This design comes from an exercise in tuning for small area and a short achievable clock period on the open sky130 flow, not from production work. Only simulation tests tie the RTL to the original design; equivalence was not proved. No driver is modelled on the clock port, so clock power and skew are understated where the tree is cut down; a real chip needs a root buffer or a tree.

run B:
==> flow/design.v <==
module mem_test_ram_responder #(
    parameter int DATUM_WIDTH   = 8,
    parameter int ADDR_WIDTH    = 8,
    parameter int WRITE_LATENCY = 1,
    parameter int READ_LATENCY  = 2
) (
    input  logic                   i_clk,
    input  logic                   i_rst_n_async,
    input  logic                   i_wr_req,
    input  logic                   i_rd_req,
    input  logic [ADDR_WIDTH-1:0]  i_address,
    input  logic [DATUM_WIDTH-1:0] i_memory_data_write,
    input  logic                   i_fault_ena,
    input  logic [ADDR_WIDTH-1:0]  i_fault_addr,
    input  logic [DATUM_WIDTH-1:0] i_fault_mask,
    output logic                   o_memory_write_ready,
    output logic                   o_memory_read_valid,
    output logic [DATUM_WIDTH-1:0] o_memory_data_read,
    output logic                   o_busy
);
    localparam int DEPTH = 2 ** ADDR_WIDTH;
    localparam int W     = DATUM_WIDTH;
    localparam int LO_W  = ADDR_WIDTH / 2;
    localparam int HI_W  = ADDR_WIDTH - LO_W;
    localparam int N_LO  = 2 ** LO_W;
    localparam int N_HI  = 2 ** HI_W;
    logic                   busy_r;
    logic                   write_ready_r;
    logic                   read_wait_r;
    logic                   read_valid_r;
    logic [W-1:0]           data_read_r;
    logic                   commit_r;
    logic [N_LO-1:0]        lo_r;
    logic [N_HI-1:0]        hi_r;
    logic [W-1:0]           wdata_r;
    logic [W-1:0]           mask_r;
    logic [DEPTH*W-1:0]     mem_r;
    logic [DEPTH*W-1:0]     mem_d_s;
    logic                   accept_wr_s;
    logic                   accept_rd_s;
    logic [W-1:0]           rd_word_s;
    assign accept_wr_s = !busy_r && i_wr_req;
    assign accept_rd_s = !busy_r && !i_wr_req && i_rd_req;
    always_ff @(posedge i_clk) begin
        commit_r <= accept_wr_s;
        lo_r     <= N_LO'(1) << i_address[LO_W-1:0];
        hi_r     <= N_HI'(1) << i_address[ADDR_WIDTH-1:LO_W];
        wdata_r  <= i_memory_data_write;
        mask_r   <= (i_fault_ena && (i_fault_addr == i_address)) ? i_fault_mask : '0;
    end
    logic [N_LO-1:0]  wlo_s;
    logic [DEPTH-1:0] sel_n_s;
    logic [DEPTH-1:0] we_s;
    logic [DEPTH-1:0] we_n_s;
    assign wlo_s = lo_r & {N_LO{commit_r}};
    for (genvar k = 0; k < DEPTH; k++) begin : g_word
        assign sel_n_s[k] = ~(hi_r[k / N_LO] & lo_r[k % N_LO]);
        assign we_n_s[k]  = ~(hi_r[k / N_LO] & wlo_s[k % N_LO]);
        assign we_s[k]    = ~(~hi_r[k / N_LO] | ~wlo_s[k % N_LO]);
        for (genvar j = 0; j < W; j++) begin : g_bit
            rr_cell_a22o u_cell (
                .a1(mem_r[k*W+j]), .a2(we_n_s[k]),
                .b1(wdata_r[j]),   .b2(we_s[k]),
                .x(mem_d_s[k*W+j])
            );
        end
    end
    always_ff @(posedge i_clk) begin
        mem_r <= mem_d_s;
    end
    for (genvar j = 0; j < W; j++) begin : g_rd
        logic [DEPTH/2-1:0]   l0_s;
        logic [DEPTH/4-1:0]   l1_s;
        logic [DEPTH/8-1:0]   l2_s;
        logic [DEPTH/16-1:0]  l3_s;
        logic [DEPTH/32-1:0]  l4_s;
        logic [DEPTH/64-1:0]  l5_s;
        logic [DEPTH/128-1:0] l6_s;
        logic                 rd_s;
        for (genvar p = 0; p < DEPTH/2; p++) begin : g_l0
            rr_cell_o22ai u_cell (
                .a1(sel_n_s[2*p]),   .a2(mem_r[(2*p)*W+j]),
                .b1(sel_n_s[2*p+1]), .b2(mem_r[(2*p+1)*W+j]),
                .y(l0_s[p])
            );
        end
        for (genvar p = 0; p < DEPTH/4; p++) begin : g_l1
            rr_cell_nor2 u_cell (.a(l0_s[2*p+1:2*p]), .y(l1_s[p]));
        end
        for (genvar p = 0; p < DEPTH/8; p++) begin : g_l2
            rr_cell_nand2 u_cell (.a(l1_s[2*p+1:2*p]), .y(l2_s[p]));
        end
        for (genvar p = 0; p < DEPTH/16; p++) begin : g_l3
            rr_cell_nor2 u_cell (.a(l2_s[2*p+1:2*p]), .y(l3_s[p]));
        end
        for (genvar p = 0; p < DEPTH/32; p++) begin : g_l4
            rr_cell_nand2 u_cell (.a(l3_s[2*p+1:2*p]), .y(l4_s[p]));
        end
        for (genvar p = 0; p < DEPTH/64; p++) begin : g_l5
            rr_cell_nor2 u_cell (.a(l4_s[2*p+1:2*p]), .y(l5_s[p]));
        end
        for (genvar p = 0; p < DEPTH/128; p++) begin : g_l6
            rr_cell_nand2 u_cell (.a(l5_s[2*p+1:2*p]), .y(l6_s[p]));
        end
        assign rd_s         = ~|l6_s;
        assign rd_word_s[j] = rd_s ^ mask_r[j];
    end
    always_ff @(posedge i_clk or negedge i_rst_n_async) begin
        if (!i_rst_n_async) begin
            busy_r        <= 1'b0;
            write_ready_r <= 1'b0;
            read_wait_r   <= 1'b0;
            read_valid_r  <= 1'b0;
            data_read_r   <= '0;
        end else begin
            busy_r        <= accept_wr_s || accept_rd_s || read_wait_r;
            write_ready_r <= accept_wr_s;
            read_wait_r   <= accept_rd_s;
            read_valid_r  <= read_wait_r;
            if (read_wait_r) begin
                data_read_r <= rd_word_s;
            end
        end
    end
    assign o_memory_write_ready = write_ready_r;
    assign o_memory_read_valid  = read_valid_r;
    assign o_memory_data_read   = data_read_r;
    assign o_busy               = busy_r;
endmodule
module rr_cell_a22o (
    input  logic a1, a2, b1, b2,
    output logic x
);
    assign x = (a1 & a2) | (b1 & b2);
endmodule
module rr_cell_o22ai (
    input  logic a1, a2, b1, b2,
    output logic y
);
    assign y = ~((a1 | a2) & (b1 | b2));
endmodule
module rr_cell_nor2 (
    input  logic [1:0] a,
    output logic       y
);
    assign y = ~|a;
endmodule
module rr_cell_nand2 (
    input  logic [1:0] a,
    output logic       y
);
    assign y = ~&a;
endmodule
clock: 5.5 ns
lec_check: 0
abc_clock_period_in_ps: 4500
cap_margin: 20
core_margin: 2
core_utilization: 40
setup_slack_margin: 3.1
slew_margin: 20
synth_hierarchical: 1
synth_minimum_keep_size: 0
standard.sh (not shown) runs the stock make flow with config.mk's settings and CLKGATE_MAP_FILE= SYNTH_SCRIPT=/design/flow/synth_recipe.tcl, a recipe that flattens the netlist after the stock synthesis.
==> flow/flow/run.sh <==
#!/bin/bash
# Standard ORFS layout (the standard.sh, unchanged synthesis, floorplan,
# placement and routing) with these changes:
#  * the clock tree is built without dummy balancing loads and with larger
#    sink clusters (fewer leaf buffers);
#  * each port gets a buf_2 as its port buffer;
set -euo pipefail
here=$(pwd)
bash standard.sh \
  "CTS_ARGS=-sink_clustering_enable -repair_clock_nets -dont_use_dummy_load -sink_clustering_size 22 -sink_clustering_max_diameter 120" \
  "BUFFER_PORTS_ARGS=-buffer_cell sky130_fd_sc_hd__buf_2" \
  "POST_CTS_TCL=$here/flow/clkroot.tcl" \
  finish > standard_flow.log 2>&1
Other scripts of this flow, unchanged in this note and not shown: flow/flow/clkroot.tcl
Edits applied to the flow inputs when going from run B to run C:
==> flow/design.v, changed modules only <==
module mem_test_ram_responder #(
    parameter int DATUM_WIDTH   = 8,
    parameter int ADDR_WIDTH    = 8,
    parameter int WRITE_LATENCY = 1,
    parameter int READ_LATENCY  = 2
) (
    input  logic                   i_clk,
    input  logic                   i_rst_n_async,
    input  logic                   i_wr_req,
    input  logic                   i_rd_req,
    input  logic [ADDR_WIDTH-1:0]  i_address,
    input  logic [DATUM_WIDTH-1:0] i_memory_data_write,
    input  logic                   i_fault_ena,
    input  logic [ADDR_WIDTH-1:0]  i_fault_addr,
    input  logic [DATUM_WIDTH-1:0] i_fault_mask,
    output logic                   o_memory_write_ready,
    output logic                   o_memory_read_valid,
    output logic [DATUM_WIDTH-1:0] o_memory_data_read,
    output logic                   o_busy
);
    localparam int DEPTH = 2 ** ADDR_WIDTH;
    localparam int W     = DATUM_WIDTH;
    localparam int LO_W  = ADDR_WIDTH / 2;
    localparam int HI_W  = ADDR_WIDTH - LO_W - 1;
    localparam int N_LO  = 2 ** (LO_W + 1);
    localparam int N_HI  = 2 ** HI_W;
    localparam int N_L16 = 2 ** LO_W;
    logic                   busy_r;
    logic                   write_ready_r;
    logic                   read_wait_r;
    logic                   read_valid_r;
    logic [W-1:0]           data_read_r;
    logic                   commit_r;
    logic [N_LO-1:0]        lo_r;
    logic [N_HI-1:0]        hi_r;
    logic [W-1:0]           wdata_r;
    logic [W-1:0]           mask_r;
    logic [DEPTH*W-1:0]     mem_r;
    logic [DEPTH*W-1:0]     mem_d_s;
    logic                   accept_wr_s;
    logic                   accept_rd_s;
    logic [W-1:0]           rd_word_s;
    assign accept_wr_s = !busy_r && i_wr_req;
    assign accept_rd_s = !busy_r && !i_wr_req && i_rd_req;
    always_ff @(posedge i_clk) begin
        commit_r <= accept_wr_s;
        lo_r     <= N_LO'(1) << {i_address[ADDR_WIDTH-1], i_address[LO_W-1:0]};
        hi_r     <= N_HI'(1) << i_address[ADDR_WIDTH-2:LO_W];
        wdata_r  <= i_memory_data_write;
        mask_r   <= (i_fault_ena && (i_fault_addr == i_address)) ? i_fault_mask : '0;
    end
    logic [N_LO-1:0]  wlo_s;
    logic [DEPTH-1:0] sel_n_s;
    logic [DEPTH-1:0] we_s;
    logic [DEPTH-1:0] we_n_s;
    assign wlo_s = lo_r & {N_LO{commit_r}};
    for (genvar k = 0; k < DEPTH; k++) begin : g_word
        localparam int KH = (k / N_L16) % N_HI;
        localparam int KL = (k / (N_L16 * N_HI)) * N_L16 + (k % N_L16);
        assign sel_n_s[k] = ~(hi_r[KH] & lo_r[KL]);
        assign we_n_s[k]  = ~(hi_r[KH] & wlo_s[KL]);
        assign we_s[k]    = ~(~hi_r[KH] | ~wlo_s[KL]);
        for (genvar j = 0; j < W; j++) begin : g_bit
            rr_cell_a22o u_cell (
                .a1(mem_r[k*W+j]), .a2(we_n_s[k]),
                .b1(wdata_r[j]),   .b2(we_s[k]),
                .x(mem_d_s[k*W+j])
            );
        end
    end
    always_ff @(posedge i_clk) begin
        mem_r <= mem_d_s;
    end
    for (genvar j = 0; j < W; j++) begin : g_rd
        logic [DEPTH/2-1:0]   l0_s;
        logic [DEPTH/4-1:0]   l1_s;
        logic [DEPTH/8-1:0]   l2_s;
        logic [DEPTH/16-1:0]  l3_s;
        logic [DEPTH/32-1:0]  l4_s;
        logic [DEPTH/64-1:0]  l5_s;
        logic [DEPTH/128-1:0] l6_s;
        logic                 rd_s;
        for (genvar p = 0; p < DEPTH/2; p++) begin : g_l0
            rr_cell_o22ai u_cell (
                .a1(sel_n_s[2*p]),   .a2(mem_r[(2*p)*W+j]),
                .b1(sel_n_s[2*p+1]), .b2(mem_r[(2*p+1)*W+j]),
                .y(l0_s[p])
            );
        end
        for (genvar p = 0; p < DEPTH/4; p++) begin : g_l1
            rr_cell_nor2 u_cell (.a(l0_s[2*p+1:2*p]), .y(l1_s[p]));
        end
        for (genvar p = 0; p < DEPTH/8; p++) begin : g_l2
            rr_cell_nand2 u_cell (.a(l1_s[2*p+1:2*p]), .y(l2_s[p]));
        end
        for (genvar p = 0; p < DEPTH/16; p++) begin : g_l3
            rr_cell_nor2 u_cell (.a(l2_s[2*p+1:2*p]), .y(l3_s[p]));
        end
        for (genvar p = 0; p < DEPTH/32; p++) begin : g_l4
            rr_cell_nand2 u_cell (.a(l3_s[2*p+1:2*p]), .y(l4_s[p]));
        end
        for (genvar p = 0; p < DEPTH/64; p++) begin : g_l5
            rr_cell_nor2 u_cell (.a(l4_s[2*p+1:2*p]), .y(l5_s[p]));
        end
        for (genvar p = 0; p < DEPTH/128; p++) begin : g_l6
            rr_cell_nand2 u_cell (.a(l5_s[2*p+1:2*p]), .y(l6_s[p]));
        end
        assign rd_s         = ~|l6_s;
        assign rd_word_s[j] = rd_s ^ mask_r[j];
    end
    always_ff @(posedge i_clk or negedge i_rst_n_async) begin
        if (!i_rst_n_async) begin
            busy_r        <= 1'b0;
            write_ready_r <= 1'b0;
            read_wait_r   <= 1'b0;
            read_valid_r  <= 1'b0;
            data_read_r   <= '0;
        end else begin
            busy_r        <= accept_wr_s || accept_rd_s || read_wait_r;
            write_ready_r <= accept_wr_s;
            read_wait_r   <= accept_rd_s;
            read_valid_r  <= read_wait_r;
            if (read_wait_r) begin
                data_read_r <= rd_word_s;
            end
        end
    end
    assign o_memory_write_ready = write_ready_r;
    assign o_memory_read_valid  = read_valid_r;
    assign o_memory_data_read   = data_read_r;
    assign o_busy               = busy_r;
endmodule
Findings:
- Compared with run B, run C shows area after synthesis higher by 0.42%.
- Looking at sequential cell count, run C sits 0.38% higher than run B does.
- Area of placed instances: run C and run B compared, higher one is run C
- Layout overhead on the synthesized area on run C is down relative to run B.
- Register share of the cell area (higher): run C
- Lower final period demand of the worst path was reported by run B, not run C.
- Fraction of the cycle the final worst path needs, run C and run B: larger value in run C
- The final design area excluding fillers was comparable across run C and run B.

==> what the ideal ports hide <==
How much do the figures lean on ideal ports? The routed layouts below were timed once more, with nothing changed but the port constraints.
Step 1 sets driving cells, clkbuf_16 on the clock port and buf_2 on the other inputs (assumed; they add their load-dependent delay and slew).
Step 2 adds t to the input delays and takes it off the output delays; t is the mean of the earliest and latest rising clock arrival at the registers after step 1. Input paths then give back, and output paths get back, about the clock's delay inside the block.
Three values: ideal, step 1, step 2; two values: the first two.
run	shift t [ns]	slack for setup (ns)	worst setup path after step 2	pins driven straight from the clock port
run B	0.791	3.104 / 2.931 / 3.087	input to register	4
run C	0.774	3.067 / 2.964 / 2.704	input to register	4
After both steps every run listed still meets setup and hold. The setup slack of run C, which loses most, moves by -0.103 ns with the drivers and by -0.363 ns with both steps.
